From an optimization exercise on the open Yosys and OpenROAD flow, aimed at small area, a short achievable clock period and few clock cycles per item; shortcuts taken in it are not production practice. RTL that was checked went through simulation tests only; none was proved equivalent to the original. The RTL of run 1 was laid out without a check of its function. Power is estimated from default activity; no workload was simulated.

`flow/config.mk`:
```
export PLATFORM = sky130hd
export DESIGN_NAME = integer_to_radix_text
export DESIGN_NICKNAME = integer_to_radix_text
export VERILOG_FILES = /design/flow/design.v
export SDC_FILE = /design/flow/constraint.sdc
export NUM_CORES = 4
export LEC_CHECK = 0
export CAP_MARGIN = 20
export CORE_MARGIN = 2
export CORE_UTILIZATION = 40
export SETUP_SLACK_MARGIN = 1.4
export SLEW_MARGIN = 20
```
`flow/constraint.sdc`:
```
create_clock -name core_clock -period 5.0 [get_ports {clk}]
set_input_delay 1.0000 -clock core_clock [delete_from_list [all_inputs] [get_ports {clk}]]
set_output_delay 1.0000 -clock core_clock [all_outputs]
set_load 0.01 [all_outputs]
```
`flow/design.v`:
```
`default_nettype none
package irt_pkg;
  localparam int NCELL = 65;
  function automatic int cell_w(input int i);
    if (i < 20)      cell_w = 6;
    else if (i < 23) cell_w = 5;
    else if (i < 28) cell_w = 4;
    else if (i < 35) cell_w = 3;
    else if (i < 48) cell_w = 2;
    else             cell_w = 1;
  endfunction
  localparam int NODD = 48;
  function automatic logic [6:0] max_digits(input logic [5:0] r);
    logic [6:0] k;
    case (r)
      6'd2:  k = 7'd64;  6'd3:  k = 7'd41;  6'd4:  k = 7'd32;  6'd5:  k = 7'd28;
      6'd6:  k = 7'd25;  6'd7:  k = 7'd23;  6'd8:  k = 7'd22;  6'd9:  k = 7'd21;
      6'd10: k = 7'd20;  6'd11: k = 7'd19;  6'd12: k = 7'd18;  6'd13: k = 7'd18;
      6'd14: k = 7'd17;  6'd15: k = 7'd17;  6'd16: k = 7'd16;  6'd17: k = 7'd16;
      6'd18: k = 7'd16;  6'd19: k = 7'd16;  6'd20: k = 7'd15;  6'd21: k = 7'd15;
      6'd22: k = 7'd15;  6'd23: k = 7'd15;  6'd24: k = 7'd14;  6'd25: k = 7'd14;
      6'd26: k = 7'd14;  6'd27: k = 7'd14;  6'd28: k = 7'd14;  6'd29: k = 7'd14;
      6'd30: k = 7'd14;  default: k = 7'd13;
    endcase
    max_digits = k;
  endfunction
  function automatic logic [7:0] digit_char(input logic [5:0] d);
    logic ge10, ge25;
    logic [3:0] lo;
    ge10 = d[5] | d[4] | (d[3] & (d[2] | d[1]));
    ge25 = d[5] | (d[4] & d[3] & (d[2] | d[1] | d[0]));
    lo   = d[3:0] + (ge10 ? 4'd7 : 4'd0);
    digit_char = {1'b0, ge10, 1'b1, !ge10 | ge25, lo};
  endfunction
  function automatic logic [5:0] la_add(input logic [5:0] a, input logic [5:0] b,
                                        input logic ci, input int w);
    logic [5:0] g, p, c, s;
    logic       t, term;
    g = a & b;
    p = a | b;
    for (int k = 0; k < 6; k++) begin
      t = ci;
      for (int j = 0; j < k; j++) t = t & p[j];
      for (int j = 0; j < k; j++) begin
        term = g[j];
        for (int i = j + 1; i < k; i++) term = term & p[i];
        t = t | term;
      end
      c[k] = t;
    end
    s = a ^ b ^ c;
    for (int k = 0; k < 6; k++) if (k >= w) s[k] = 1'b0;
    la_add = s;
  endfunction
  function automatic logic [6:0] msb_index(input logic [63:0] x);
    logic [7:0] nz;
    logic [2:0] hi, lo;
    logic [7:0] blk;
    for (int b = 0; b < 8; b++) nz[b] = |x[b*8 +: 8];
    hi = 3'd0;
    for (int b = 1; b < 8; b++) if (nz[b]) hi = 3'(b);
    blk = x[hi*8 +: 8];
    lo = 3'd0;
    for (int b = 1; b < 8; b++) if (blk[b]) lo = 3'(b);
    msb_index = {|nz, hi, lo};
  endfunction
  function automatic logic [5:0] low_bit(input logic [63:0] x);
    logic [7:0] nz;
    logic [2:0] hi, lo;
    logic [7:0] blk;
    for (int b = 0; b < 8; b++) nz[b] = |x[b*8 +: 8];
    hi = 3'd7;
    for (int b = 6; b >= 0; b--) if (nz[b]) hi = 3'(b);
    blk = x[hi*8 +: 8];
    lo = 3'd7;
    for (int b = 6; b >= 0; b--) if (blk[b]) lo = 3'(b);
    low_bit = {hi, lo};
  endfunction
  function automatic logic [25:0] csa_np(input logic [6:0] a, input logic [6:0] k,
                                         input logic nz, input logic cr);
    logic t1, t2, t3, t4, t5, t6, t7, t8, t9, t10, t11, t12, t13, t14, t15, t16, t17, t18, t19, t20, t21, t22, t23, t24, t25, t26, t27, t28, t29, t30, t31, t32, t33, t34, t35, t36, t37, t38, t39, t40, t41, t42, t43, t44, t45, t46, t47, t48, t49, t50, t51, t52, t53, t54, t55, t56, t57, t58, t59, t60, t61, t62, t63, t64, t65, t66, t67, t68, t69, t70, t71, t72, t73, t74, t75, t76, t77, t78, t79, t80, t81, t82, t83, t84, t85, t86, t87, t88, t89, t90, t91, t92, t93, t94, t95, t96, t97, t98, t99, t100, t101, t102, t103, t104, t105, t106, t107, t108, t109, t110, t111, t112, t113, t114, t115, t116, t117, t118, t119, t120, t121, t122, t123, t124, t125, t126, t127, t128, t129, t130, t131, t132, t133, t134, t135, t136, t137, t138, t139, t140, t141, t142, t143, t144, t145, t146, t147, t148, t149, t150, t151, t152, t153, t154, t155, t156, t157, t158, t159, t160, t161, t162, t163, t164, t165, t166, t167;
    logic [12:0] x, y;
    t1 = a[0] & k[0];
    t2 = a[0] & k[1];
    t3 = a[0] & k[2];
    t4 = a[0] & k[3];
    t5 = a[0] & k[4];
    t6 = a[0] & k[5];
    t7 = a[0] & k[6];
    t8 = a[1] & k[0];
    t9 = a[1] & k[1];
    t10 = a[1] & k[2];
    t11 = a[1] & k[3];
    t12 = a[1] & k[4];
    t13 = a[1] & k[5];
    t14 = a[1] & k[6];
    t15 = a[2] & k[0];
    t16 = a[2] & k[1];
    t17 = a[2] & k[2];
    t18 = a[2] & k[3];
    t19 = a[2] & k[4];
    t20 = a[2] & k[5];
    t21 = a[2] & k[6];
    t22 = a[3] & k[0];
    t23 = a[3] & k[1];
    t24 = a[3] & k[2];
    t25 = a[3] & k[3];
    t26 = a[3] & k[4];
    t27 = a[3] & k[5];
    t28 = a[3] & k[6];
    t29 = a[4] & k[0];
    t30 = a[4] & k[1];
    t31 = a[4] & k[2];
    t32 = a[4] & k[3];
    t33 = a[4] & k[4];
    t34 = a[4] & k[5];
    t35 = a[4] & k[6];
    t36 = a[5] & k[0];
    t37 = a[5] & k[1];
    t38 = a[5] & k[2];
    t39 = a[5] & k[3];
    t40 = a[5] & k[4];
    t41 = a[5] & k[5];
    t42 = a[5] & k[6];
    t43 = a[6] & k[0];
    t44 = a[6] & k[1];
    t45 = a[6] & k[2];
    t46 = a[6] & k[3];
    t47 = a[6] & k[4];
    t48 = a[6] & k[5];
    t49 = a[6] & k[6];
    t50 = (nz & cr) ? 1'b0 : ((nz | cr) ? k[0] : 1'b0);
    t51 = (nz & cr) ? k[0] : ((nz | cr) ? k[1] : 1'b0);
    t52 = (nz & cr) ? k[1] : ((nz | cr) ? k[2] : 1'b0);
    t53 = (nz & cr) ? k[2] : ((nz | cr) ? k[3] : 1'b0);
    t54 = (nz & cr) ? k[3] : ((nz | cr) ? k[4] : 1'b0);
    t55 = (nz & cr) ? k[4] : ((nz | cr) ? k[5] : 1'b0);
    t56 = (nz & cr) ? k[5] : ((nz | cr) ? k[6] : 1'b0);
    t57 = (nz & cr) ? k[6] : ((nz | cr) ? 1'b0 : 1'b0);
    t58 = t5 ^ t11;
    t59 = t5 & t11;
    t60 = t6 ^ t12 ^ t18;
    t61 = (t6 & t12) | (t6 & t18) | (t12 & t18);
    t62 = t24 ^ t30;
    t63 = t24 & t30;
    t64 = t7 ^ t13 ^ t19;
    t65 = (t7 & t13) | (t7 & t19) | (t13 & t19);
    t66 = t25 ^ t31 ^ t37;
    t67 = (t25 & t31) | (t25 & t37) | (t31 & t37);
    t68 = t43 ^ t56;
    t69 = t43 & t56;
    t70 = t14 ^ t20 ^ t26;
    t71 = (t14 & t20) | (t14 & t26) | (t20 & t26);
    t72 = t32 ^ t38 ^ t44;
    t73 = (t32 & t38) | (t32 & t44) | (t38 & t44);
    t74 = t57 ^ 1'b1;
    t75 = t57 & 1'b1;
    t76 = t21 ^ t27 ^ t33;
    t77 = (t21 & t27) | (t21 & t33) | (t27 & t33);
    t78 = t39 ^ t45;
    t79 = t39 & t45;
    t80 = t28 ^ t34;
    t81 = t28 & t34;
    t82 = t3 ^ t9;
    t83 = t3 & t9;
    t84 = t4 ^ t10 ^ t16;
    t85 = (t4 & t10) | (t4 & t16) | (t10 & t16);
    t86 = t22 ^ t53;
    t87 = t22 & t53;
    t88 = t58 ^ t17 ^ t23;
    t89 = (t58 & t17) | (t58 & t23) | (t17 & t23);
    t90 = t29 ^ t54 ^ 1'b1;
    t91 = (t29 & t54) | (t29 & 1'b1) | (t54 & 1'b1);
    t92 = t60 ^ t62 ^ t36;
    t93 = (t60 & t62) | (t60 & t36) | (t62 & t36);
    t94 = t55 ^ 1'b1 ^ t59;
    t95 = (t55 & 1'b1) | (t55 & t59) | (1'b1 & t59);
    t96 = t64 ^ t66 ^ t68;
    t97 = (t64 & t66) | (t64 & t68) | (t66 & t68);
    t98 = 1'b1 ^ t61 ^ t63;
    t99 = (1'b1 & t61) | (1'b1 & t63) | (t61 & t63);
    t100 = t70 ^ t72 ^ t74;
    t101 = (t70 & t72) | (t70 & t74) | (t72 & t74);
    t102 = t65 ^ t67 ^ t69;
    t103 = (t65 & t67) | (t65 & t69) | (t67 & t69);
    t104 = t76 ^ t78 ^ 1'b1;
    t105 = (t76 & t78) | (t76 & 1'b1) | (t78 & 1'b1);
    t106 = t71 ^ t73 ^ t75;
    t107 = (t71 & t73) | (t71 & t75) | (t73 & t75);
    t108 = t80 ^ t40 ^ t46;
    t109 = (t80 & t40) | (t80 & t46) | (t40 & t46);
    t110 = 1'b1 ^ t77 ^ t79;
    t111 = (1'b1 & t77) | (1'b1 & t79) | (t77 & t79);
    t112 = t35 ^ t41 ^ t47;
    t113 = (t35 & t41) | (t35 & t47) | (t41 & t47);
    t114 = 1'b1 ^ t81;
    t115 = 1'b1 & t81;
    t116 = t42 ^ t48;
    t117 = t42 & t48;
    t118 = t2 ^ t8;
    t119 = t2 & t8;
    t120 = t82 ^ t15 ^ t52;
    t121 = (t82 & t15) | (t82 & t52) | (t15 & t52);
    t122 = t84 ^ t86 ^ 1'b1;
    t123 = (t84 & t86) | (t84 & 1'b1) | (t86 & 1'b1);
    t124 = t88 ^ t90 ^ t85;
    t125 = (t88 & t90) | (t88 & t85) | (t90 & t85);
    t126 = t92 ^ t94 ^ t89;
    t127 = (t92 & t94) | (t92 & t89) | (t94 & t89);
    t128 = t96 ^ t98 ^ t93;
    t129 = (t96 & t98) | (t96 & t93) | (t98 & t93);
    t130 = t100 ^ t102 ^ t97;
    t131 = (t100 & t102) | (t100 & t97) | (t102 & t97);
    t132 = t104 ^ t106 ^ t101;
    t133 = (t104 & t106) | (t104 & t101) | (t106 & t101);
    t134 = t108 ^ t110 ^ t105;
    t135 = (t108 & t110) | (t108 & t105) | (t110 & t105);
    t136 = t112 ^ t114 ^ t109;
    t137 = (t112 & t114) | (t112 & t109) | (t114 & t109);
    t138 = t116 ^ 1'b1 ^ t113;
    t139 = (t116 & 1'b1) | (t116 & t113) | (1'b1 & t113);
    t140 = t49 ^ 1'b1;
    t141 = t49 & 1'b1;
    t142 = t1 ^ t50;
    t143 = t1 & t50;
    t144 = t118 ^ t51 ^ 1'b1;
    t145 = (t118 & t51) | (t118 & 1'b1) | (t51 & 1'b1);
    t146 = t120 ^ 1'b1 ^ t119;
    t147 = (t120 & 1'b1) | (t120 & t119) | (1'b1 & t119);
    t148 = t122 ^ t83 ^ t121;
    t149 = (t122 & t83) | (t122 & t121) | (t83 & t121);
    t150 = t124 ^ t87 ^ t123;
    t151 = (t124 & t87) | (t124 & t123) | (t87 & t123);
    t152 = t126 ^ t91 ^ t125;
    t153 = (t126 & t91) | (t126 & t125) | (t91 & t125);
    t154 = t128 ^ t95 ^ t127;
    t155 = (t128 & t95) | (t128 & t127) | (t95 & t127);
    t156 = t130 ^ t99 ^ t129;
    t157 = (t130 & t99) | (t130 & t129) | (t99 & t129);
    t158 = t132 ^ t103 ^ t131;
    t159 = (t132 & t103) | (t132 & t131) | (t103 & t131);
    t160 = t134 ^ t107 ^ t133;
    t161 = (t134 & t107) | (t134 & t133) | (t107 & t133);
    t162 = t136 ^ t111 ^ t135;
    t163 = (t136 & t111) | (t136 & t135) | (t111 & t135);
    t164 = t138 ^ t115 ^ t137;
    t165 = (t138 & t115) | (t138 & t137) | (t115 & t137);
    t166 = t140 ^ t117 ^ t139;
    t167 = (t140 & t117) | (t140 & t139) | (t117 & t139);
    x = {t166, t164, t162, t160, t158, t156, t154, t152, t150, t148, t146, t144, t142};
    y = {t165, t163, t161, t159, t157, t155, t153, t151, t149, t147, t145, t143, 1'b1};
    csa_np = {x, y};
  endfunction
  function automatic logic [6:0] add_hi(input logic [12:0] x, input logic [12:0] y);
    logic [12:0] g, p, gg, pp, g2, p2, s;
    g = x & y;
    p = x ^ y;
    gg = g;
    pp = p;
    for (int d = 1; d < 13; d = d * 2) begin
      g2 = gg;
      p2 = pp;
      for (int i = d; i < 13; i++) begin
        g2[i] = gg[i] | (pp[i] & gg[i-d]);
        p2[i] = pp[i] & pp[i-d];
      end
      gg = g2;
      pp = p2;
    end
    s[0] = p[0];
    for (int i = 1; i < 13; i++) s[i] = p[i] ^ gg[i-1];
    add_hi = s[12:6];
  endfunction
endpackage
`default_nettype wire
`default_nettype none
module integer_to_radix_text (
  input  wire logic        clk,
  input  wire logic        rst,
  input  wire logic        in_valid,
  output logic             in_ready,
  input  wire logic [63:0] value,
  input  wire logic [7:0]  radix,
  input  wire logic        signed_mode,
  input  wire logic [7:0]  min_digits,
  output logic             out_valid,
  input  wire logic        out_ready,
  output logic [63:0]      text_chunk,
  output logic [3:0]       chunk_bytes,
  output logic             last_chunk
);
  localparam int NC = irt_pkg::NCELL;
  localparam int NO = irt_pkg::NODD;
  localparam logic [2:0] C_IDLE = 3'd0;
  localparam logic [2:0] C_S1   = 3'd1;
  localparam logic [2:0] C_S2   = 3'd2;
  localparam logic [2:0] C_S3   = 3'd3;
  localparam logic [2:0] C_WAIT = 3'd4;
  localparam logic [2:0] C_DD   = 3'd5;
  logic [2:0]  cst;
  logic [63:0] v;           
  logic        negc;        
  logic        odd;         
  logic [5:0]  aw [7];      
  logic [6:0]  kr;          
  logic [5:0]  m1;          
  logic [6:0]  c1;          
  logic [5:0]  msb0;        
  logic        nz0;         
  logic        onesz;       
  logic        isz;         
  logic [1:0]  jcap;        
  logic [2:0]  acc;         
  logic [1:0]  pn;          
  logic [12:0] mx, my;      
  logic [5:0]  lowb;        
  logic [6:0]  np1;         
  logic [2:0]  pp;          
  logic [3:0]  q8;          
  logic [6:0]  ecell;       
  logic [8:0]  e_hin;       
  logic [7:0]  e_lo;        
  logic [6:0]  ptr;         
  logic [6:0]  lr;          
  logic [1:0]  pr;          
  logic [6:0]  fidx;        
  logic        ptr_nz;      
  logic        dd_done_q;   
  logic        nbit;        
  logic [6:0]  act;         
  logic [5:0]  dcell [NC];
  logic        creg  [NO + 1];
  logic        busy_e;      
  logic        neg_e;
  logic        first_e;
  logic [3:0]  q8_e;
  logic [6:0]  last_e;      
  logic [1:0]  sk_e;        
  logic        fix_e;       
  logic [2:0]  pp_e;
  logic        al1_e;       
  logic        al2_e;       
  logic [3:0]  drain;       
  logic        dd_done;
  logic        accept;
  logic [5:0]  rad_in;
  logic [6:0]  mdig_in;
  assign in_ready = dd_done_q;
  assign accept   = in_valid && in_ready;
  assign neg_in   = signed_mode & value[63];
  always_comb begin
    if (radix < 8'd2)       rad_in = 6'd2;
    else if (radix > 8'd36) rad_in = 6'd36;
    else                    rad_in = radix[5:0];
    if (min_digits < 8'd1)       mdig_in = 7'd1;
    else if (min_digits > 8'd64) mdig_in = 7'd64;
    else                         mdig_in = min_digits[6:0];
  end
  logic [6:0]  msb0_c;
  logic [63:0] vin;
  logic        neg_in;
  logic [5:0]  lowb_c;
  logic        onesz_c;
  logic [5:0]  hu_c;
  logic        padded;
  logic        lo_wrap;
  logic [6:0]  e_c;
  logic [2:0]  pp_c;
  always_comb begin
    vin     = value ^ {64{neg_in}};
    lowb_c  = irt_pkg::low_bit(value);
    msb0_c  = irt_pkg::msb_index(vin);
    onesz_c = neg_in && !(|(vin[63:1] & ~vin[62:0]));
    hu_c    = 6'((7'(rad_in) + 7'd1) >> 1);
    padded  = ({1'b0, m1} > np1);
    lo_wrap = (c1[2:0] < np1[2:0]);
    if (padded) e_c = {np1[6:3] + {3'd0, lo_wrap}, c1[2:0]};
    else        e_c = np1 + {6'd0, negc};
    pp_c = padded ? 3'(c1[2:0] - np1[2:0]) : {2'd0, negc};
  end
  logic        load_o;      
  logic        last_ld;     
  logic        pop;
  logic        cells_free;
  logic [4:0]  sumh  [NC];
  logic        cin   [NC];
  logic        cout  [NC];
  logic        stepc [NC];
  logic        inj   [NC];
  logic [5:0]  dnext [NC];
  logic [8:0]  a_hi;        
  logic [8:0]  a_eq;
  logic [7:0]  a_lo;        
  assign cells_free = (drain == 4'd0) && !busy_e;
  assign dd_done    = (ptr <= 7'd1) && (!odd || (act == {4'd0, pp}));
  always_comb begin
    for (int b = 0; b < 9; b++) begin
      a_eq[b] = (act[6:3] == 4'(b));
      a_hi[b] = (act[6:3] > 4'(b));
    end
    for (int b = 0; b < 8; b++) begin
      a_lo[b] = (act[2:0] >= 3'(b));
    end
    for (int i = 0; i < NC; i++) begin
      inj[i] = e_hin[i/8] && e_lo[i%8];
    end
  end
  for (genvar i = 0; i < NC; i++) begin : g_cell
    localparam int W = irt_pkg::cell_w(i);
    if (W == 1) begin : g_bin
      assign cout[i] = dcell[i][0];
      assign sumh[i] = 5'd0;
    end else begin : g_gen
      logic [5:0] sum;
      logic       ci;
      always_comb begin
        ci  = (i + 1 <= NO) ? (odd && creg[(i+1) % (NO + 1)]) : 1'b0;
        sum = (dcell[i] & 6'((1 << W) - 1)) + aw[W] + {5'd0, ci};
      end
      assign cout[i] = sum[W-1];
      assign sumh[i] = 5'(sum);
    end
  end
  always_comb begin
    for (int i = 0; i < NC; i++) begin
      if (odd && (i + 1 <= NO))     cin[i] = creg[(i+1) % (NO + 1)];
      else if (inj[i])              cin[i] = nbit;
      else if (i + 1 < NC)          cin[i] = cout[(i+1) % NC];
      else                          cin[i] = 1'b0;
      if (irt_pkg::cell_w(i) == 1) begin
        dnext[i] = {5'd0, cin[i]};
      end else begin
        dnext[i] = cout[i] ? {sumh[i], cin[i] ^ odd} : {dcell[i][4:0], cin[i]};
      end
      if (i < NO) stepc[i] = !odd || a_hi[i/8] || (a_eq[i/8] && a_lo[i%8]);
      else        stepc[i] = 1'b1;
    end
  end
  logic        dd_start;
  logic [8:0]  eh_n;
  logic [7:0]  el_n;
  logic        inj_n [NC];
  logic        prew  [NC];
  logic [2:0]  acc_n;
  logic        nbit_n;
  always_comb begin
    dd_start = (cst_n == C_DD) && (cst != C_DD);
    for (int b = 0; b < 9; b++) eh_n[b] = (cst == C_S3) ? (e_c[6:3] == 4'(b)) : e_hin[b];
    for (int b = 0; b < 8; b++) el_n[b] = (cst == C_S3) ? (e_c[2:0] == 3'(b)) : e_lo[b];
    for (int i = 0; i < NC; i++) begin
      inj_n[i] = eh_n[i/8] && el_n[i%8] && (ptr_n != 7'd0) && (cst_n == C_DD);
      prew[i]  = eh_n[i/8] && el_n[i%8] && dd_start;
    end
    acc_n = take ? {acc[1:0], nbit} : acc;
    if (cst == C_S1)                          nbit_n = (p_c != 2'd0) ? sbit : lone;
    else if (take || ((cst == C_DD) && ptr_nz)) nbit_n = fbit;
    else                                      nbit_n = nbit;
  end
  always_ff @(posedge clk) begin
    for (int i = 0; i < NC; i++) begin
      if ((cst == C_DD) && stepc[i]) begin
        dcell[i] <= dnext[i] & 6'((1 << irt_pkg::cell_w(i)) - 1);
      end else if (prew[i]) begin
        dcell[i] <= {3'd0, acc_n} & 6'((1 << irt_pkg::cell_w(i)) - 1);
      end else if (pop) begin
        dcell[i] <= ((i + 8 < NC) && !((i < 2) && last_ld)) ?
                    (dcell[(i+8) % NC] & 6'((1 << irt_pkg::cell_w(i)) - 1)) : 6'd0;
      end
    end
    for (int i = 1; i <= NO; i++) begin
      creg[i] <= odd && (((cst == C_DD) && stepc[i] && cout[i]) || (inj_n[i-1] && nbit_n));
    end
    creg[0] <= 1'b0;
  end
  logic [6:0] ptr_n;
  logic [6:0] blen_c;
  logic       lbig, lone;
  logic [1:0] lsm1;
  logic [1:0] p_c;
  logic       fbit;
  logic       sbit;
  logic       take;
  logic       z0, z1;
  logic [1:0] sk_c;
  always_comb begin
    blen_c = nz0 ? (7'(msb0) + 7'd1 + {6'd0, onesz}) : {6'd0, onesz};
    lbig   = nz0 && ((msb0 >= 6'd3) || ((msb0 == 6'd2) && onesz));
    lsm1   = msb0[1:0] + {1'b0, onesz};
    if (!nz0)               p_c = 2'd0;
    else if (lbig)          p_c = jcap;
    else                    p_c = (lsm1 < jcap) ? lsm1 : jcap;
    lone   = (nz0 && (msb0 == 6'd0) && !onesz) || (!nz0 && onesz);
    ptr_n = ptr;
    if (cst == C_S3) ptr_n = lr - 7'(pr);
    else if ((cst == C_DD) && ptr_nz) ptr_n = ptr - 7'd1;
    fbit = !fidx[6] && (v[fidx[5:0]] ^ (negc && (fidx[5:0] <= lowb)));
    sbit = !onesz && nz0 && (msb0 != 6'd0) &&
           (v[msb0 - 6'd1] ^ (negc && ({1'b0, msb0} <= {1'b0, lowb} + 7'd1)));
    take = ((cst == C_S2) || (cst == C_S3)) && (pn != 2'd0);
    z0 = 1'b0;
    z1 = 1'b0;
    for (int i = 0; i < 8; i++) begin
      if (pp_e == 3'(i)) begin
        z0 = (dcell[i] == 6'd0);
        z1 = (dcell[i+1] == 6'd0);
      end
    end
    if (z0 && z1 && al2_e) sk_c = 2'd2;
    else if (z0 && al1_e)  sk_c = 2'd1;
    else                   sk_c = 2'd0;
  end
  logic [2:0] cst_n;
  logic [6:0] act_n;
  logic [2:0] pp_n;
  logic       odd_n;
  always_comb begin
    case (cst)
      C_IDLE:       cst_n = accept ? C_S1 : C_IDLE;
      C_S1:         cst_n = C_S2;
      C_S2:         cst_n = C_S3;
      C_S3, C_WAIT: cst_n = cells_free ? C_DD : C_WAIT;
      C_DD:         cst_n = dd_done ? (accept ? C_S1 : C_IDLE) : C_DD;
      default:      cst_n = C_IDLE;
    endcase
    if (rst) cst_n = C_IDLE;
    act_n = act;
    if (cst == C_S3) act_n = e_c;
    else if ((cst == C_DD) && (ptr <= 7'd1)) act_n = act - 7'd1;
    pp_n  = (cst == C_S3) ? pp_c : pp;
    odd_n = odd;
  end
  always_ff @(posedge clk) begin
    cst       <= cst_n;
    dd_done_q <= (cst_n == C_IDLE) ||
                 ((cst_n == C_DD) && (ptr_n <= 7'd1) && (!odd_n || (act_n == {4'd0, pp_n})));
  end
  always_ff @(posedge clk) begin
    if (accept) begin
      v     <= vin;
      negc  <= neg_in;
      odd   <= rad_in[0];
      for (int w = 2; w <= 6; w++) begin
        aw[w] <= (hu_c <= 6'(1 << (w - 1))) ? 6'(6'(1 << (w - 1)) - hu_c) : 6'd0;
      end
      kr    <= irt_pkg::max_digits(rad_in);
      jcap  <= (rad_in >= 6'd8) ? 2'd3 : ((rad_in >= 6'd4) ? 2'd2 : 2'd1);
      msb0  <= msb0_c[5:0];
      nz0   <= msb0_c[6];
      onesz <= onesz_c;
      lowb  <= lowb_c;
      m1    <= 6'(mdig_in - 7'd1);
      c1    <= mdig_in - 7'd1 + {6'd0, neg_in};
    end
    case (cst)
      C_S1: begin
        isz           <= !nz0 && !onesz;
        lr            <= blen_c;
        pr            <= p_c;
        {mx, my}      <= irt_pkg::csa_np({1'b0, msb0}, kr, nz0, onesz);
      end
      C_S2: begin
        np1 <= isz ? 7'd0 : irt_pkg::add_hi(mx, my);
      end
      C_S3: begin
        ecell <= e_c;
        pp    <= pp_c;
        q8    <= padded ? (c1[6:3] - e_c[6:3]) : 4'd0;
        for (int b = 0; b < 8; b++) e_lo[b] <= (e_c[2:0] == 3'(b));
      end
      C_DD: begin
      end
      default: begin
      end
    endcase
    act   <= act_n;
    aw[0] <= 6'd0;
    aw[1] <= 6'd0;
    ptr    <= ptr_n;
    nbit <= nbit_n;
    if (cst == C_S1) begin
      acc  <= (p_c != 2'd0) ? 3'd1 : 3'd0;
      pn   <= (p_c != 2'd0) ? (p_c - 2'd1) : 2'd0;
      fidx <= {1'b0, msb0} - 7'd2;
    end else if (take || ((cst == C_DD) && ptr_nz)) begin
      fidx <= fidx - 7'd1;
    end
    if (take) begin
      acc <= acc_n;
      pn  <= pn - 2'd1;
    end
    ptr_nz <= (ptr_n != 7'd0);
    for (int b = 0; b < 9; b++) begin
      e_hin[b] <= ((cst == C_S3) ? (e_c[6:3] == 4'(b)) : e_hin[b]) && (ptr_n != 7'd0);
    end
  end
  logic [63:0] chunk_c;
  logic [3:0]  bytes_c;
  logic [6:0]  rem_c;       
  assign load_o  = busy_e && !fix_e && (!out_valid || out_ready);
  assign rem_c   = last_e - 7'(sk_e);
  assign last_ld = (q8_e == 4'd0) && (rem_c <= 7'd7);
  assign pop     = (load_o && (q8_e == 4'd0)) || (!busy_e && (cst != C_DD));
  always_comb begin
    bytes_c = (q8_e != 4'd0) ? 4'd8 : ((rem_c >= 7'd7) ? 4'd8 : (rem_c[3:0] + 4'd1));
    for (int b = 0; b < 8; b++) begin
      logic [5:0] d;
      logic [7:0] ch;
      case (sk_e)
        2'd1:    d = dcell[b+1];
        2'd2:    d = dcell[b+2];
        default: d = dcell[b];
      endcase
      if (q8_e != 4'd0) begin
        ch = 8'h30;
      end else if (7'(b) <= rem_c) begin
        ch = irt_pkg::digit_char(d);
      end else begin
        ch = 8'h00;
      end
      if ((b == 0) && first_e && neg_e) ch = 8'h2d;
      chunk_c[b*8 +: 8] = ch;
    end
  end
  always_ff @(posedge clk) begin
    if (rst) begin
      busy_e    <= 1'b0;
      fix_e     <= 1'b0;
      out_valid <= 1'b0;
      drain     <= 4'd9;
    end else begin
      if (pop && (drain != 4'd0)) drain <= drain - 4'd1;
      if (load_o) begin
        out_valid <= 1'b1;
      end else if (out_ready) begin
        out_valid <= 1'b0;
      end
      if ((cst == C_DD) && dd_done) begin
        busy_e  <= 1'b1;
        neg_e   <= negc;
        first_e <= 1'b1;
        q8_e    <= q8;
        last_e  <= ecell;
        fix_e   <= 1'b1;
        pp_e    <= pp;
        al1_e   <= (np1 > 7'(m1));
        al2_e   <= (np1 > 7'(m1) + 7'd1);
      end else if (fix_e) begin
        fix_e   <= 1'b0;
        sk_e    <= sk_c;
      end else if (load_o) begin
        first_e <= 1'b0;
        if (q8_e != 4'd0) begin
          q8_e <= q8_e - 4'd1;
        end else begin
          last_e <= last_e - 7'd8;
          if (last_ld) busy_e <= 1'b0;
        end
      end
    end
  end
  always_ff @(posedge clk) begin
    if (load_o) begin
      text_chunk  <= chunk_c;
      chunk_bytes <= bytes_c;
      last_chunk  <= last_ld;
    end
  end
endmodule
`default_nettype wire
```
`flow/run.sh`:
```
#!/bin/bash
# synth_recipe.tcl (not shown) runs the flow's synth.tcl, then flattens the netlist and writes it again
# the make line also repeats each setting of config.mk as NAME=value (left out here)
make -C /OpenROAD-flow-scripts/flow DESIGN_CONFIG=/design/flow/config.mk WORK_HOME=/design/flow/orfs CLKGATE_MAP_FILE= SYNTH_SCRIPT=/design/flow/synth_recipe.tcl finish
```
==> flow_metrics.py, run 1 <==
metrics = {
    "worst_setup_path": {
        "crit_required_ns": 5.36,
        "crit_end": "dcell[7][2]",
        "worstSetupStartpointType": "flop",
        "reg2reg_slack_ns": 1.44,
        "arrival_ns": 3.92,
        "end_kind": "flop",
        "r2r-end": "dcell[7][2]",
        "cp_max_fo": 8,
        "regToRegStartpoint": "np1[1]",
        "crit_type": "reg2reg",
        "crit_path_start": "np1[1]",
        "reg2reg_depth": 14,
    },
    "sta": {
        "slew_violations": 0,
        "max_slew_margin_pct": 21.9,
        "max_freq_mhz": 281,
        "finalClockSkew_ns": 0.0281,
        "final.setup.tns_ns": 0,
        "rsz0062_at_grt": "yes",
        "tightest_slew_ns": 1.17,
        "hold_viol": 0,
        "setup_viol_count_final": 0,
        "period_share_pct": 71.3,
        "period_minus_slack_ns": 3.56,
    },
    "routing": {
        "drtPass1Iterations": 5,
        "final_antenna_net_count": 0,
        "vias": 37200,
        "vias_per_cell": 5.85,
        "post_drt_wl_per_cell_um": 23.0,
        "drcViolationCount": 0,
        "drt_iter0_drc": 3403,
        "wl_um": 146000,
    },
    "clock_tree": {
        "clk-insertion-delay-late_ns": 0.65,
        "cts_made_buffers": 70,
        "clk_pin_slew_worst_paths_ns": 0.06,
        "clockBufferDepth": 3,
        "h-tree-depth": 3,
        "cts_sinks": 582,
        "root_buffer": "clkbuf_16",
        "cts_tree": "built",
    },
    "yosys": {
        "synth_common_cells": "nand2_1 (501), edfxtp_1 (487), nor2_1 (346), inv_1 (319), a21oi_1 (274)",
        "synthFlopType": "edfxtp_1",
        "synth-seq-cells": 582,
        "yosys_warnings": 12,
        "yosysTopAreaCell": "edfxtp_1",
        "ys_types": 105,
        "synth.avg_cell_area_um2": 9.55,
        "synth-seq-area-share_pct": 37.3,
        "yosysMostFrequentCell": "nand2_1",
        "syn_area_um2": 44300,
        "synth-edff-count": 487,
        "synth_top_area_share_pct": 33.0,
        "synth-async-reset-ratio_pct": 0,
        "ys_top_cells_by_area": "edfxtp_1 (33%), ha_1 (6.6%), fa_1 (5.6%)",
        "syn_inst": 4637,
    },
    "global_route": {
        "grt_use_met3_pct": 3.27,
        "grt_busiest_layer": "met2",
        "grt_use_met1_pct": 32.6,
        "grtUsageMet2_pct": 41.8,
        "grt_max_degree": 73,
        "grt_use_total_pct": 25.2,
        "grt_remaining_overflow": 0,
        "first_global_vias": 35800,
        "grt_pass1_wl_um": 220000,
        "antenna_found_initial": 0,
    },
    "placed_design": {
        "dpl_cell_area_um2": 47700,
        "place.detailed.instances": 6145,
        "place_hpwl_um": 108000,
        "place_congestion": 0.947,
        "io_buffers": 147,
    },
    "pwr": {
        "p_leak_nw": 20.7,
        "p_total_mw": 24.2,
        "peakVddDrop_v": 0.000310,
        "power.density_nw_per_um2": 466,
    },
    "cells_and_area": {
        "fin_nets": 5261,
        "design_area_um2": 52000,
        "synthToLayoutAreaGrowth_pct": 17.3,
        "fin_cells": 6363,
        "layout-drive-gt1-share_pct": 12.1,
        "antenna_cells": 0,
    },
    "run_status": {
        "status": "no timing/DRC/antenna violations",
    },
    "floorplan": {
        "core_region_area_um2": 110000,
        "fp.dieArea_um2": 113000,
        "rows": 122,
        "num_io_pins": 156,
        "fp.dieW_um": 337,
        "die-height_um": 337,
        "start_util_pct": 40.2,
    },
    "run": {
        "cap_violations": 0,
    },
    "worst_hold_path": {
        "hp-class": "reg2reg",
    },
}
==> sequential cells by signal (all words and copies together) (netlist names), 8 cells and up <==
signal and cells:
dcell 219, my 12, e_lo 8, creg 48, aw 20, text_chunk 56
e_hin 9, mx 13, v 64
==> per-stage QoR <==
step	setup slack, ns	utilization, %	hold WS, ns
2_1_floorplan	1.38	-	0.450
3_3_place_gp	0.422	43.3	0.493
3_5_place_dp	0.414	43.3	0.496
4_1_cts	1.29	46.1	0.497
5_1_grt	1.31	47.1	0.518
6_report	1.44	47.1	0.498
==> final cells by class <==
cell class,count,area [um^2]
flip-flops and latches,582,16500
repair buffers,354,3380
multi-input cells,3487,26600
well taps,1488,1860
inverters,324,1230
fillers,10500,58300
clock inverters,34,382
clock buffers,94,1960
==> worst max-delay path: stages (launching register included) <==
cell	delay, ns
edfxtp_1	0.39
buf_6	0.14
inv_4	0.05
ha_4	0.18
a21o_1	0.16
a21oi_2	0.14
ha_2	0.23
ha_4	0.22
nor4_4	0.27
o21ai_1	0.10
buf_4	0.17
o41a_4	0.57
nor2_4	0.25
mux2i_1	0.28
mux2i_1	0.11
==> per-layer routing <==
| layer | up-vias | part of all wire [%] |
|---|---|---|
| met2 | 1515 | 47 |
| met4 | 0 | 5.0 |
| met5 | - | 0 |
| li1 | 17300 | - |
| met1 | 18000 | 41 |
| met3 | 341 | 6.5 |
==> cell usage in the layout (no fill, tap or decap), types with 17 or more instances in the layout <==
master           Yosys  layout
nor3_1              86      80
nand4_1             31      31
o21ai_1             26      30
a22oi_1             53      53
mux4_2              37      37
o21ai_0            154     142
xnor2_2              0      17
a21o_1             121     118
clkbuf_16            0      75
o31ai_1             51      50
dfxtp_1             95      93
o221ai_1            19      17
nand2_1            501     483
ha_1               234     227
clkdlybuf4s50_1      0     132
a311oi_1            23      23
and3_1              25      23
a21oi_1            274     266
xnor2_1            245     227
fa_1               123     122
nor2b_1             24      22
nand3_1            121     114
mux2i_1            150     141
mux2_2              22      21
inv_1              319     312
and2_1              61      59
edfxtp_1           487     487
or3_1               24      19
a31oi_1             24      21
a211oi_1            71      66
buf_4               10     169
o211ai_1            80      80
nor4_1              66      53
nor2_1             346     336
nand2b_1            27      26
buf_6                3      18
xor2_1             125     124
o22ai_1             65      65
a221oi_1            20      18
==> cell families after synthesis <==
group | Yosys count | share of synthesized area [%]
AND/OR/NAND/NOR | 1377 | 14.4
XOR/XNOR | 372 | 7.41
buffers and inverters | 575 | 5.13
adder cells (fa/ha/maj) | 357 | 12.2
AO/OA/AOI/OAI | 1164 | 17.7
other | 1 | 0.00847
flip-flops | 582 | 37.3
multiplexers | 209 | 5.83
==> worst min path at each step <==
stage	startpoint	endpoint	slack, ns	cells past startpoint
floorplan	pp[1]	pp_e[1]	0.45	0
global placement	pp[1]	pp_e[1]	0.49	0
detailed placement	pp[2]	pp_e[2]	0.50	0
CTS	pp[2]	pp_e[2]	0.50	0
global route	pp[1]	pp_e[1]	0.52	0
finish	pp[2]	pp_e[2]	0.50	0
==> repair_timing <==
| item | in CTS | in global routing |
|---|---|---|
| hold buffers | 0 | 0 |
| resized for setup | 91 | 158 |
| cloned | 0 | 5 |
| buffers inserted | 44 | 41 |
| endpoints found under the setup margin | 272 | 252 |
| pin swaps | 11 | 25 |
==> power by group <==
group	internal, mW	total, mW	leakage (nW)	switching, mW
Sequential	6.53	7.98	5.92	1.45
Combinational	4.43	10.9	13.6	6.50
Clock	3.09	5.30	1.15	2.21
==> inputs of run 2 (changes only) <==
--- a/flow/design.v
+++ b/flow/design.v
@@ -317,5 +317,6 @@
   logic [6:0]  np1;         
   logic [2:0]  pp;          
-  logic [3:0]  q8;          
+  logic        padr;        
+  logic [5:0]  hu;          
   logic [6:0]  ecell;       
   logic [8:0]  e_hin;       
@@ -533,5 +534,6 @@
     cst       <= cst_n;
     dd_done_q <= (cst_n == C_IDLE) ||
-                 ((cst_n == C_DD) && (ptr_n <= 7'd1) && (!odd_n || (act_n == {4'd0, pp_n})));
+                 ((cst_n == C_DD) && (ptr_n <= 7'd1) &&
+                  (!odd_n || ((cst == C_S3) ? (np1 == 7'd0) : (act_n == {4'd0, pp}))));
   end
   always_ff @(posedge clk) begin
@@ -540,7 +542,5 @@
       negc  <= neg_in;
       odd   <= rad_in[0];
-      for (int w = 2; w <= 6; w++) begin
-        aw[w] <= (hu_c <= 6'(1 << (w - 1))) ? 6'(6'(1 << (w - 1)) - hu_c) : 6'd0;
-      end
+      hu    <= hu_c;
       kr    <= irt_pkg::max_digits(rad_in);
       jcap  <= (rad_in >= 6'd8) ? 2'd3 : ((rad_in >= 6'd4) ? 2'd2 : 2'd1);
@@ -554,4 +554,7 @@
     case (cst)
       C_S1: begin
+        for (int w = 2; w <= 6; w++) begin
+          aw[w] <= (hu <= 6'(1 << (w - 1))) ? 6'(6'(1 << (w - 1)) - hu) : 6'd0;
+        end
         isz           <= !nz0 && !onesz;
         lr            <= blen_c;
@@ -565,5 +568,5 @@
         ecell <= e_c;
         pp    <= pp_c;
-        q8    <= padded ? (c1[6:3] - e_c[6:3]) : 4'd0;
+        padr  <= padded;
         for (int b = 0; b < 8; b++) e_lo[b] <= (e_c[2:0] == 3'(b));
       end
@@ -639,5 +642,5 @@
         neg_e   <= negc;
         first_e <= 1'b1;
-        q8_e    <= q8;
+        q8_e    <= padr ? (c1[6:3] - ecell[6:3]) : 4'd0;
         last_e  <= ecell;
         fix_e   <= 1'b1;
==> run 2 against run 1 <==
  * Design area increased by 0.83%
  * Critical path type unchanged
  * Largest cell class unchanged
  * Global-route usage decreased by 0.77 points
  * Clock skew up 0.0024 ns
  * Setup slack worse by 0.072 ns
  * Clock power increased by 7.2%
  * Still clean
  * Register-to-register slack got worse by 0.07 ns
==> flow_metrics.py, run 2 <==
metrics = {
    "cells_and_area": {
        "largest_register": "dcell",
        "regArea_um2": 16600,
        "largest_reg_flops": 219,
        "layout-drive-gt1-share_pct": 12.9,
        "multi_input_area_um2": 26700,
        "synthToLayoutAreaGrowth_pct": 17.8,
        "reg_top3": "dcell: 219 flops, v: 64 flops, text_chunk: 56 flops",
        "layout_common_cells": "nand2_1 (499), edfxtp_1 (493), nor2_1 (306)",
        "fillCellCount": 10500,
        "fin_cells": 6360,
        "fin_nets": 5254,
        "final_common_cell": "nand2_1",
    },
    "yosys": {
        "yosysTopAreaCell": "edfxtp_1",
        "ys_top_cells_by_area": "edfxtp_1 (33%), ha_1 (6.6%), mux2i_1 (5.9%)",
        "yosys.area_share.simple_pct": 13.7,
        "synth_fa_ha_area_share_pct": 12.2,
        "syn_area_um2": 44500,
        "yosys_warnings": 12,
        "muxShareOfSynthArea_pct": 9.07,
        "synth_common_cells": "nand2_1 (531), edfxtp_1 (493), nor2_1 (306), inv_1 (300), a21oi_1 (286)",
        "synth_xor_area_share_pct": 7.35,
        "synth-seq-cells": 585,
        "synth-async-reset-ratio_pct": 0,
        "synth-seq-area-share_pct": 37.4,
        "synthFlopType": "edfxtp_1",
        "synth_compound_area_share_pct": 15.4,
        "synth.avg_cell_area_um2": 9.67,
        "synth-edff-count": 493,
        "ys_types": 97,
        "synth_top_area_share_pct": 33.3,
        "syn_inst": 4598,
        "synth_top_family_by_area": "compound AO/OA/AOI/OAI gates",
        "yosysMostFrequentCell": "nand2_1",
    },
    "pwr": {
        "power.density_nw_per_um2": 380,
        "intPower_mw": 12.4,
        "combPwrFrac_pct": 36.3,
        "pwr-share-seq_pct": 35.1,
        "netSwitchingPower_mw": 7.47,
        "p_leak_nw": 22.2,
        "clockPowerShare_pct": 28.5,
        "peakVddDrop_v": 0.000292,
        "switching_share_pct": 37.5,
    },
    "routing": {
        "vias_per_cell": 5.68,
        "drcViolationCount": 0,
        "post_drt_wl_per_cell_um": 22.3,
        "drtPass1Iterations": 6,
        "vias": 36100,
        "final_antenna_net_count": 0,
        "drt_iter0_drc": 3316,
        "wl_um": 142000,
    },
    "clock_tree": {
        "cts_hold_buffers": 0,
        "clk_pin_slew_worst_paths_ns": 0.06,
        "root_buffer": "clkbuf_16",
        "cts_made_buffers": 73,
        "clockBufferDepth": 3,
        "cts_tree": "built",
        "cts_sinks": 585,
        "clk-insertion-delay-late_ns": 0.65,
        "h-tree-depth": 3,
    },
    "sta": {
        "setup_ws_ns": 1.36,
        "period_share_pct": 72.7,
        "period_minus_slack_ns": 3.64,
        "finalClockSkew_ns": 0.0305,
        "slew_violations": 0,
        "setup_viol_count_final": 0,
        "tightest_slew_ns": 1.21,
        "max_freq_mhz": 275,
        "final.setup.tns_ns": 0,
        "max_slew_margin_pct": 19.3,
        "hold_viol": 0,
        "rsz0062_at_grt": "yes",
    },
    "worst_setup_path": {
        "r2r-end": "dcell[0][2]",
        "regToRegStartpoint": "np1[1]",
        "worstSetupStartpointType": "flop",
        "cp_max_fo": 7,
        "crit_type": "reg2reg",
        "arrival_ns": 4.03,
        "end_kind": "flop",
        "reg2reg_slack_ns": 1.36,
        "crit_required_ns": 5.39,
        "reg2reg_depth": 16,
    },
    "worst_hold_path": {
        "hp-class": "reg2reg",
        "whs_path_depth": 0,
        "hold_path_end": "pp_e[2]",
        "hp-start": "pp[2]",
    },
    "floorplan": {
        "rows": 122,
        "num_io_pins": 156,
        "start_util_pct": 40.2,
        "core_region_area_um2": 111000,
        "fp.dieArea_um2": 114000,
        "fp.dieW_um": 337,
        "die-height_um": 337,
    },
    "global_route": {
        "grt_use_total_pct": 24.5,
        "grt_pass1_wl_um": 214000,
        "first_global_vias": 35100,
        "antenna_found_initial": 5,
        "grt_remaining_overflow": 0,
        "grt_max_degree": 92,
    },
    "run": {
        "cap_violations": 0,
    },
    "run_status": {
        "status": "no timing/DRC/antenna violations",
    },
    "placed_design": {
        "place.detailed.instances": 6126,
        "place_congestion": 0.935,
        "place_hpwl_um": 104000,
        "dp_slack_ns": 0.393,
        "io_buffers": 147,
    },
}
==> run 2: cell types whose count changed after synthesis, moves of 34 or more <==
cell,delta
nor4_1,-34
mux2i_1,+110
o211ai_1,-42
o22ai_1,-36
o21ai_0,+65
nor2_1,-40
==> run 2: area by class of cell <==
class | count | share of cell area, %
well taps | 1488 | 3.55
diodes | 2 | 0.00955
repair buffers | 370 | 6.55
clock buffers | 100 | 4.04
flip-flops and latches | 585 | 31.8
multi-input cells | 3475 | 51.0
inverters | 305 | 2.21
clock inverters | 35 | 0.838
==> run 2: layer usage <==
layer / share of wire [%] / track usage, % / vias to the layer above
met1: 42 / 31.8 / 17400
met5: 0.032 / 0 / -
met3: 6.2 / 2.95 / 327
met4: 4.7 / 11.0 / 8
li1: - / - / 17000
met2: 47 / 40.9 / 1385
==> run 2: power by group through the flow <==
stage	clock (mW)	sequential (mW)	combinational, mW
after CTS	5.77	6.95	6.89
after detailed placement	0	7.07	6.58
after floorplan	0	6.54	4.72
after global placement	0	7.05	6.51
final	5.68	6.99	7.23
after global routing	5.94	7.05	7.89
==> run 2: worst max-delay path by stage <==
stage	from	cells after the start	slack (ns)	end
after detailed placement	value[52]	10	0.39	lowb[0]
after floorplan	value[25]	10	1.41	msb0[2]
final	np1[1]	16	1.36	dcell[0][2]
after CTS	c1[1]	15	1.34	dcell[24][1]
after global routing	np1[1]	16	1.25	dcell[0][1]
after global placement	value[52]	10	0.35	lowb[1]
==> run 2: critical path, stage by stage (launching register included) <==
cell and delay (ns):
edfxtp_1 0.46, inv_2 0.11, ha_4 0.19, a21o_1 0.18, a21oi_2 0.15, ha_2 0.23
ha_4 0.14, nor2b_1 0.04, o211ai_1 0.20, and2_4 0.19, clkinvlp_4 0.13, buf_12 0.17
o41ai_4 0.36, buf_6 0.25, and2_4 0.21, nor3_4 0.05, a221o_1 0.33
==> run 2: logic make-up (layout without fill, tap and decap cells) <==
group / Yosys count / in the layout
compound gates: 1056 / 1057
xor+xnor: 373 / 373
fa+ha+maj: 359 / 359
buf+inv: 549 / 810
flops: 585 / 585
mux: 342 / 342
other cells: 1 / 11
simple gates: 1333 / 1335
==> run 2: what timing repair did <==
action / 4_1_cts / 5_1_grt
cloned: 6 / 2
pin swaps: 21 / 49
gates resized for setup: 87 / 175
setup endpoints to repair: 265 / 223
setup buffers: 37 / 52
==> run 2: per-stage QoR <==
| step | utilization, % | area (um^2) | power (mW) | hold slack [ns] |
|---|---|---|---|---|
| 6_report | 47.4 | 52400 | 19.9 | 0.482 |
| 5_1_grt | 47.4 | 52400 | 20.9 | 0.503 |
| 4_1_cts | 46.3 | 51200 | 19.6 | 0.488 |
| 3_5_place_dp | 43.4 | 48000 | 13.6 | 0.479 |
| 3_3_place_gp | 43.4 | 48000 | 13.6 | 0.473 |
| 2_1_floorplan | - | 44500 | 11.3 | 0.448 |
Testbench counts of run 2, summed over its fixed seeds: cycles 7,796, items 384.
==> inputs of run 3 (changes only) <==
--- a/flow/design.v
+++ b/flow/design.v
@@ -368,4 +368,7 @@
   logic [6:0]  e_c;
   logic [2:0]  pp_c;
+  logic [7:0]  nlo_oh, clo_oh, eoh_lo;
+  logic [8:0]  nhi_oh, eoh_hi;
+  logic        hi_up;
   always_comb begin
     vin     = value ^ {64{neg_in}};
@@ -379,4 +382,16 @@
     else        e_c = np1 + {6'd0, negc};
     pp_c = padded ? 3'(c1[2:0] - np1[2:0]) : {2'd0, negc};
+    for (int b = 0; b < 8; b++) begin
+      nlo_oh[b] = (np1[2:0] == 3'(b));
+      clo_oh[b] = (c1[2:0] == 3'(b));
+    end
+    for (int b = 0; b < 9; b++) nhi_oh[b] = (np1[6:3] == 4'(b));
+    for (int b = 0; b < 8; b++) begin
+      eoh_lo[b] = padded ? clo_oh[b] : (negc ? nlo_oh[(b+7) % 8] : nlo_oh[b]);
+    end
+    hi_up = padded ? lo_wrap : (negc && nlo_oh[7]);
+    for (int b = 0; b < 9; b++) begin
+      eoh_hi[b] = hi_up ? ((b == 0) ? 1'b0 : nhi_oh[(b+8) % 9]) : nhi_oh[b];
+    end
   end
   logic        load_o;      
@@ -447,6 +462,6 @@
   always_comb begin
     dd_start = (cst_n == C_DD) && (cst != C_DD);
-    for (int b = 0; b < 9; b++) eh_n[b] = (cst == C_S3) ? (e_c[6:3] == 4'(b)) : e_hin[b];
-    for (int b = 0; b < 8; b++) el_n[b] = (cst == C_S3) ? (e_c[2:0] == 3'(b)) : e_lo[b];
+    for (int b = 0; b < 9; b++) eh_n[b] = (cst == C_S3) ? eoh_hi[b] : e_hin[b];
+    for (int b = 0; b < 8; b++) el_n[b] = (cst == C_S3) ? eoh_lo[b] : e_lo[b];
     for (int i = 0; i < NC; i++) begin
       inj_n[i] = eh_n[i/8] && el_n[i%8] && (ptr_n != 7'd0) && (cst_n == C_DD);
@@ -569,5 +584,5 @@
         pp    <= pp_c;
         padr  <= padded;
-        for (int b = 0; b < 8; b++) e_lo[b] <= (e_c[2:0] == 3'(b));
+        e_lo  <= eoh_lo;
       end
       C_DD: begin
@@ -594,5 +609,5 @@
     ptr_nz <= (ptr_n != 7'd0);
     for (int b = 0; b < 9; b++) begin
-      e_hin[b] <= ((cst == C_S3) ? (e_c[6:3] == 4'(b)) : e_hin[b]) && (ptr_n != 7'd0);
+      e_hin[b] <= eh_n[b] && (ptr_n != 7'd0);
     end
   end
--- a/flow/config.mk
+++ b/flow/config.mk
@@ -8,5 +8,6 @@
 export CAP_MARGIN = 20
 export CORE_MARGIN = 2
-export CORE_UTILIZATION = 40
-export SETUP_SLACK_MARGIN = 1.4
+export CORE_UTILIZATION = 60
+export PLACE_DENSITY = 0.72
+export SETUP_SLACK_MARGIN = 1.6
 export SLEW_MARGIN = 20
==> run 3 against run 2 <==
  * Clock power down 11%
  * Largest power group unchanged
  * Critical endpoint is now creg[30]
  * Largest cell class unchanged
  * Sequential share of layout area up 0.17 points
  * Cell count down 8.7%
==> flow_metrics.py, run 3 <==
metrics = {
    "cells_and_area": {
        "finish.utilization_pct": 71.5,
        "reg_top3": "dcell: 219 flops, v: 64 flops, text_chunk: 56 flops",
        "synthToLayoutAreaGrowth_pct": 17.7,
        "final_common_cell": "edfxtp_1",
        "largest_reg_flops": 219,
        "layout_common_cells": "edfxtp_1 (501), nand2_1 (491), nor2_1 (312)",
        "fillCellCount": 5451,
        "design_area_um2": 52400,
        "largest_register": "dcell",
        "fin_nets": 5238,
        "layout-drive-gt1-share_pct": 14.9,
    },
    "clock_tree": {
        "root_buffer": "clkbuf_16",
        "h-tree-depth": 3,
        "clockBufferDepth": 3,
        "clk_pin_slew_worst_paths_ns": 0.06,
        "cts_sinks": 585,
        "clk-insertion-delay-late_ns": 0.62,
        "cts_made_buffers": 68,
        "cts_tree": "built",
    },
    "yosys": {
        "yosysMostFrequentCell": "nand2_1",
        "synth-async-reset-ratio_pct": 0,
        "yosys.area_share.simple_pct": 13.2,
        "synth_compound_area_share_pct": 15.8,
        "yosysTopAreaCell": "edfxtp_1",
        "ys_top_cells_by_area": "edfxtp_1 (34%), ha_1 (6.6%), mux2i_1 (5.8%)",
        "synth_common_cells": "nand2_1 (524), edfxtp_1 (501), nor2_1 (351), inv_1 (310), a21oi_1 (279)",
        "synth_top_family_by_area": "compound AO/OA/AOI/OAI gates",
        "muxShareOfSynthArea_pct": 8.94,
        "synth_top_area_share_pct": 33.8,
        "syn_inst": 4604,
        "synthFlopType": "edfxtp_1",
        "syn_area_um2": 44500,
        "synth_fa_ha_area_share_pct": 12.1,
        "synth.avg_cell_area_um2": 9.66,
        "synth_xor_area_share_pct": 7.44,
        "ys_types": 88,
        "synth-edff-count": 501,
        "synth-seq-cells": 585,
        "yosys_warnings": 12,
        "synth-seq-area-share_pct": 37.6,
    },
    "placed_design": {
        "place_congestion": 0.985,
        "place_hpwl_um": 101000,
        "dpl_cell_area_um2": 47700,
        "io_buffers": 147,
    },
    "sta": {
        "max_freq_mhz": 282,
        "final.setup.tns_ns": 0,
        "setup_viol_count_final": 0,
        "rsz0062_at_grt": "yes",
        "period_share_pct": 70.9,
        "max_slew_margin_pct": 19.0,
        "tightest_slew_ns": 1.21,
        "period_minus_slack_ns": 3.54,
        "finalClockSkew_ns": 0.0291,
        "hold_viol": 0,
        "slew_violations": 0,
    },
    "worst_setup_path": {
        "cp_max_fo": 6,
        "worstSetupStartpointType": "flop",
        "end_kind": "flop",
        "crit_required_ns": 5.53,
        "reg2reg_depth": 14,
        "crit_end": "creg[30]",
        "r2r-end": "creg[30]",
        "arrival_ns": 4.07,
        "crit_type": "reg2reg",
        "regToRegStartpoint": "msb0[0]",
        "reg2reg_slack_ns": 1.46,
        "crit_path_start": "msb0[0]",
    },
    "routing": {
        "final_antenna_net_count": 0,
        "drcViolationCount": 0,
        "drt_iter0_drc": 4072,
        "wl_um": 142000,
        "post_drt_wl_per_cell_um": 24.5,
        "vias": 37200,
        "vias_per_cell": 6.40,
        "drtPass1Iterations": 8,
    },
    "global_route": {
        "grt_use_total_pct": 36.2,
        "grt_pass1_wl_um": 213000,
        "antenna_found_initial": 0,
        "grt_remaining_overflow": 0,
        "grt_max_degree": 97,
        "first_global_vias": 36300,
    },
    "run_status": {
        "status": "no timing/DRC/antenna violations",
    },
    "pwr": {
        "power.density_nw_per_um2": 354,
        "p_leak_nw": 21.3,
        "peakVddDrop_v": 0.000279,
        "p_total_mw": 18.6,
    },
    "floorplan": {
        "num_io_pins": 156,
        "die-height_um": 276,
        "start_util_pct": 60.8,
        "core_region_area_um2": 73200,
        "fp.dieW_um": 276,
        "fp.dieArea_um2": 76300,
        "rows": 99,
    },
    "run": {
        "cap_violations": 0,
    },
    "worst_hold_path": {
        "hp-class": "reg2reg",
        "hp-start": "pp[2]",
    },
}
run 3: worst min path at each step:
stage	to	slack (ns)	cells after the start
floorplan	pp_e[2]	0.45	0
global placement	out_valid	0.49	2
detailed placement	pp_e[2]	0.49	0
CTS	pp_e[2]	0.51	0
global route	pp_e[2]	0.53	0
finish	pp_e[2]	0.51	0
run 3: critical path: stages (launching register included):
cell and delay [ns]:
edfxtp_1 0.34, buf_6 0.16, inv_8 0.04, ha_4 0.27
buf_12 0.13, mux4_2 0.30, mux4_2 0.56, or3_4 0.38
a2111oi_4 0.29, a31oi_1 0.10, nand3_2 0.16, a32oi_4 0.15
buf_12 0.19, clkbuf_16 0.18, o32ai_2 0.20
run 3: what timing repair did:
item,CTS,global route
setup endpoints to repair,279,238
buffers inserted,59,39
pin swaps,36,48
hold buffers,0,0
gates cloned,7,2
resized for setup,157,183
run 3: cells by family (layout without fill, tap and decap cells):
group	after synthesis	after routing
compound gates	1085	1085
other cells	1	12
xor+xnor	378	378
simple gates	1299	1301
fa+ha+maj	358	358
mux	342	342
flops	585	585
buf+inv	556	788
run 3: per-stage QoR:
stage | hold slack (ns) | setup slack (ns) | std cells
2_1_floorplan | 0.448 | 1.10 | 4612
3_3_place_gp | 0.491 | 0.172 | 5577
3_5_place_dp | 0.490 | 0.121 | 5577
4_1_cts | 0.506 | 1.46 | 5764
5_1_grt | 0.533 | 1.36 | 5805
6_report | 0.505 | 1.46 | 5808
run 3: cell type report:
type | count | area, um^2 | area share (%)
diodes | 3 | 7.51 | 0.0143
clock buffers | 92 | 1920 | 3.66
clock inverters | 29 | 277 | 0.528
inverters | 314 | 1210 | 2.31
well taps | 959 | 1200 | 2.29
flip-flops and latches | 585 | 16700 | 32.0
multi-input cells | 3473 | 27600 | 52.7
repair buffers | 353 | 3430 | 6.55
run 3: per-layer routing:
| layer | wire length, um | global-route usage, % |
|---|---|---|
| met1 | 53300 | 44.3 |
| met2 | 68600 | 60.6 |
| met3 | 11900 | 6.52 |
| met4 | 8640 | 20.1 |
| met5 | 0 | 0 |
run 3: report_power, final:
| part | internal [mW] | switching [mW] |
|---|---|---|
| registers | 6.01 | 0.685 |
| clock network | 2.95 | 2.12 |
| logic | 2.67 | 4.13 |
Testbench counts of run 3, summed over its fixed seeds: cycles 7,796, items 384.
==> inputs of run 4 (changes only) <==
--- a/flow/config.mk
+++ b/flow/config.mk
@@ -8,6 +8,5 @@
 export CAP_MARGIN = 20
 export CORE_MARGIN = 2
-export CORE_UTILIZATION = 60
-export PLACE_DENSITY = 0.72
+export CORE_UTILIZATION = 40
 export SETUP_SLACK_MARGIN = 1.6
 export SLEW_MARGIN = 20
==> run 4 against run 3 <==
  * Still clean on timing, DRC and antenna
  * Critical path depth shrank 1
  * Fmax down 3.1%
  * First-iteration DRC count fell by 28%
  * Clock skew shrank 0.0039 ns
  * Sequential cell count unchanged
  * Register-to-register slack got worse by 0.11 ns
  * Via count fell by 2.0%
  * Setup slack worse by 0.11 ns
==> flow_metrics.py, run 4 <==
metrics = {
    "placed_design": {
        "place_congestion": 0.949,
        "place_hpwl_um": 105000,
        "dp_slack_ns": 0.112,
        "place.detailed.instances": 6116,
        "io_buffers": 147,
    },
    "pwr": {
        "power.density_nw_per_um2": 351,
        "peakVddDrop_v": 0.000261,
        "p_leak_nw": 21.4,
    },
    "worst_setup_path": {
        "cp_top_family": "multiplexers",
        "worstPathCellList": "clkinvlp_4, ha_4, buf_12, mux4_2, mux4_2, or3_4, a2111oi_4, a31oi_1, nand3_2, a32oi_4, buf_12, buf_16, o31ai_1",
        "timing.critical_path.buf_inv": 4,
        "worstSetupStartpointType": "flop",
        "arrival_ns": 4.21,
        "crit_path_top_delay_cell": "mux4_2",
        "crit_required_ns": 5.55,
        "reg2reg_slack_ns": 1.34,
        "slowest_delay_ns": 0.54,
        "crit_type": "reg2reg",
        "end_kind": "flop",
        "cp_max_fo": 12,
    },
    "clock_tree": {
        "cts_hold_buffers": 0,
        "root_buffer": "clkbuf_16",
        "h-tree-depth": 3,
        "cts_made_buffers": 72,
        "clk_pin_slew_worst_paths_ns": 0.06,
        "cts_tree": "built",
        "clk-insertion-delay-late_ns": 0.65,
        "clockBufferDepth": 3,
        "cts_sinks": 585,
    },
    "floorplan": {
        "start_util_pct": 40.3,
        "num_io_pins": 156,
        "core_region_area_um2": 111000,
        "fp.dieW_um": 338,
        "fp.dieArea_um2": 114000,
        "rows": 122,
        "die-height_um": 338,
    },
    "sta": {
        "setup_viol_count_final": 0,
        "period_minus_slack_ns": 3.66,
        "hold_viol": 0,
        "max_slew_margin_pct": 21.9,
        "rsz0062_at_grt": "yes",
        "tightest_slew_ns": 1.17,
        "max_freq_mhz": 273,
        "final.setup.tns_ns": 0,
        "setup_ws_ns": 1.34,
        "hold_ws_ns": 0.507,
        "period_share_pct": 73.2,
        "finalClockSkew_ns": 0.0252,
        "slew_violations": 0,
    },
    "run_status": {
        "status": "no timing/DRC/antenna violations",
    },
    "cells_and_area": {
        "largest_reg_flops": 219,
        "fin_cells": 6337,
        "antenna_cells": 0,
        "finish.utilization_pct": 47.8,
        "synthToLayoutAreaGrowth_pct": 18.7,
        "final_common_cell": "edfxtp_1",
        "fin_nets": 5234,
        "reg_top3": "dcell: 219 flops, v: 64 flops, text_chunk: 56 flops",
        "layout-drive-gt1-share_pct": 14.4,
        "largest_register": "dcell",
        "layout_common_cells": "edfxtp_1 (501), nand2_1 (494), nor2_1 (312)",
    },
    "routing": {
        "post_drt_wl_per_cell_um": 22.8,
        "drt_iter0_drc": 2932,
        "drtPass1Iterations": 7,
        "vias_per_cell": 5.75,
        "vias": 36500,
        "wl_um": 145000,
        "drcViolationCount": 0,
        "final_antenna_net_count": 0,
    },
    "run": {
        "cap_violations": 0,
    },
    "yosys": {
        "yosysTopAreaCell": "edfxtp_1",
        "syn_inst": 4604,
        "yosysMostFrequentCell": "nand2_1",
        "synth-edff-count": 501,
        "yosys_warnings": 12,
        "ys_top_cells_by_area": "edfxtp_1 (34%), ha_1 (6.6%), mux2i_1 (5.8%)",
        "synth-async-reset-ratio_pct": 0,
        "synth_common_cells": "nand2_1 (524), edfxtp_1 (501), nor2_1 (351), inv_1 (310), a21oi_1 (279)",
        "syn_area_um2": 44500,
        "synth.avg_cell_area_um2": 9.66,
        "synth_top_area_share_pct": 33.8,
        "synth-seq-area-share_pct": 37.6,
        "synth-seq-cells": 585,
        "ys_types": 88,
        "synthFlopType": "edfxtp_1",
    },
    "global_route": {
        "first_global_vias": 35500,
        "grt_remaining_overflow": 0,
        "grt_use_total_pct": 24.9,
        "grt_max_degree": 91,
        "grt_pass1_wl_um": 218000,
        "antenna_found_initial": 1,
    },
    "worst_hold_path": {
        "hp-class": "reg2reg",
    },
}
## run 4: cell counts after synthesis
Identical to the previous run, type by type.
## run 4: path summary, 6_finish.rpt
path,depth (start not counted),start,end
worst min register to register,2,out_valid,out_valid
worst max register to register,13,msb0[1],creg[24]
worst max-delay path,13,msb0[1],creg[24]
worst min-delay path,2,out_valid,out_valid
## run 4: power by group
group	leakage, nW	switching (mW)	internal, mW
logic	14.3	4.07	2.60
clock network	1.12	2.22	2.95
registers	5.97	0.705	6.01
total	21.4	6.99	11.6
## run 4: metrics by stage
stage / cell area, um^2 / total power, mW
CTS: 51900 / 18.4
finish: 52800 / 18.6
global placement: 48400 / 12.7
floorplan: 45200 / 10.8
global route: 52800 / 19.5
detailed placement: 48400 / 12.8
## run 4: repair_timing
| item | 4_1_cts | 5_1_grt |
|---|---|---|
| setup endpoints to repair | 267 | 272 |
| pin swaps | 27 | 63 |
| gates resized for setup | 164 | 149 |
| gates cloned | 6 | 4 |
| setup buffers | 38 | 41 |
## run 4: final cells by class
type / instances / area, um^2
fill: 10400 / 57700
multi-input combinational: 3472 / 27400
inverter: 314 / 1190
sequential: 585 / 16700
timing repair buffer: 346 / 3320
clock buffer: 89 / 1920
clock inverter: 43 / 359
tap: 1488 / 1860
## run 4: cells by family after synthesis
group	count (synthesis)	share of synthesized area, %
other cells	1	0.00843
compound gates	1085	15.8
xor+xnor	378	7.44
fa+ha+maj	358	12.1
buf+inv	556	4.88
simple gates	1299	13.2
mux	342	8.94
flops	585	37.6
## run 4: per-layer routing
metal	track usage (%)	vias to the layer above	wire length (um)
li1	-	17000	-
met1	32.0	17900	59900
met2	42.3	1327	70300
met3	3.48	311	8550
met4	9.97	2	5830
met5	0	-	16
## run 4: worst register-to-register path, stage by stage (launching register included)
cell and delay [ns]:
edfxtp_1 0.44, clkinvlp_4 0.20, ha_4 0.33, buf_12 0.13, mux4_2 0.30, mux4_2 0.54
or3_4 0.37, a2111oi_4 0.29, a31oi_1 0.10, nand3_2 0.14, a32oi_4 0.13, buf_12 0.20
buf_16 0.19, o31ai_1 0.22

static timing again, ports no longer ideal:
How much do the figures lean on ideal ports? The routed layouts below were timed once more, with nothing changed but the port constraints.
Step 1: set_driving_cell puts a clkbuf_16 on clk and a buf_2 on each other input, an assumption about the parent block.
Step 2 also shifts input and output timing later by t, the mid clock arrival at the registers, as if the neighbouring blocks saw the same clock.
a / b / c = ideal ports / drivers / drivers and shift; a / b = the first two.
| run | t (ns) | slack for setup (ns) | latest minus earliest clock arrival (ns) |
|---|---|---|---|
| run 1 | 0.703 | 1.437 / 1.437 / 0.834 | 0.030 / 0.030 |
| run 2 | 0.712 | 1.365 / 1.365 / 0.815 | 0.030 / 0.031 |
| run 3 | 0.681 | 1.456 / 1.456 / 0.968 | 0.029 / 0.030 |
| run 4 | 0.710 | 1.342 / 1.342 / 0.930 | 0.025 / 0.025 |
After both steps setup and hold are still met in every run listed. The setup slack of run 1, which loses most, moves by 0.000 ns with the drivers and by -0.603 ns with both steps.
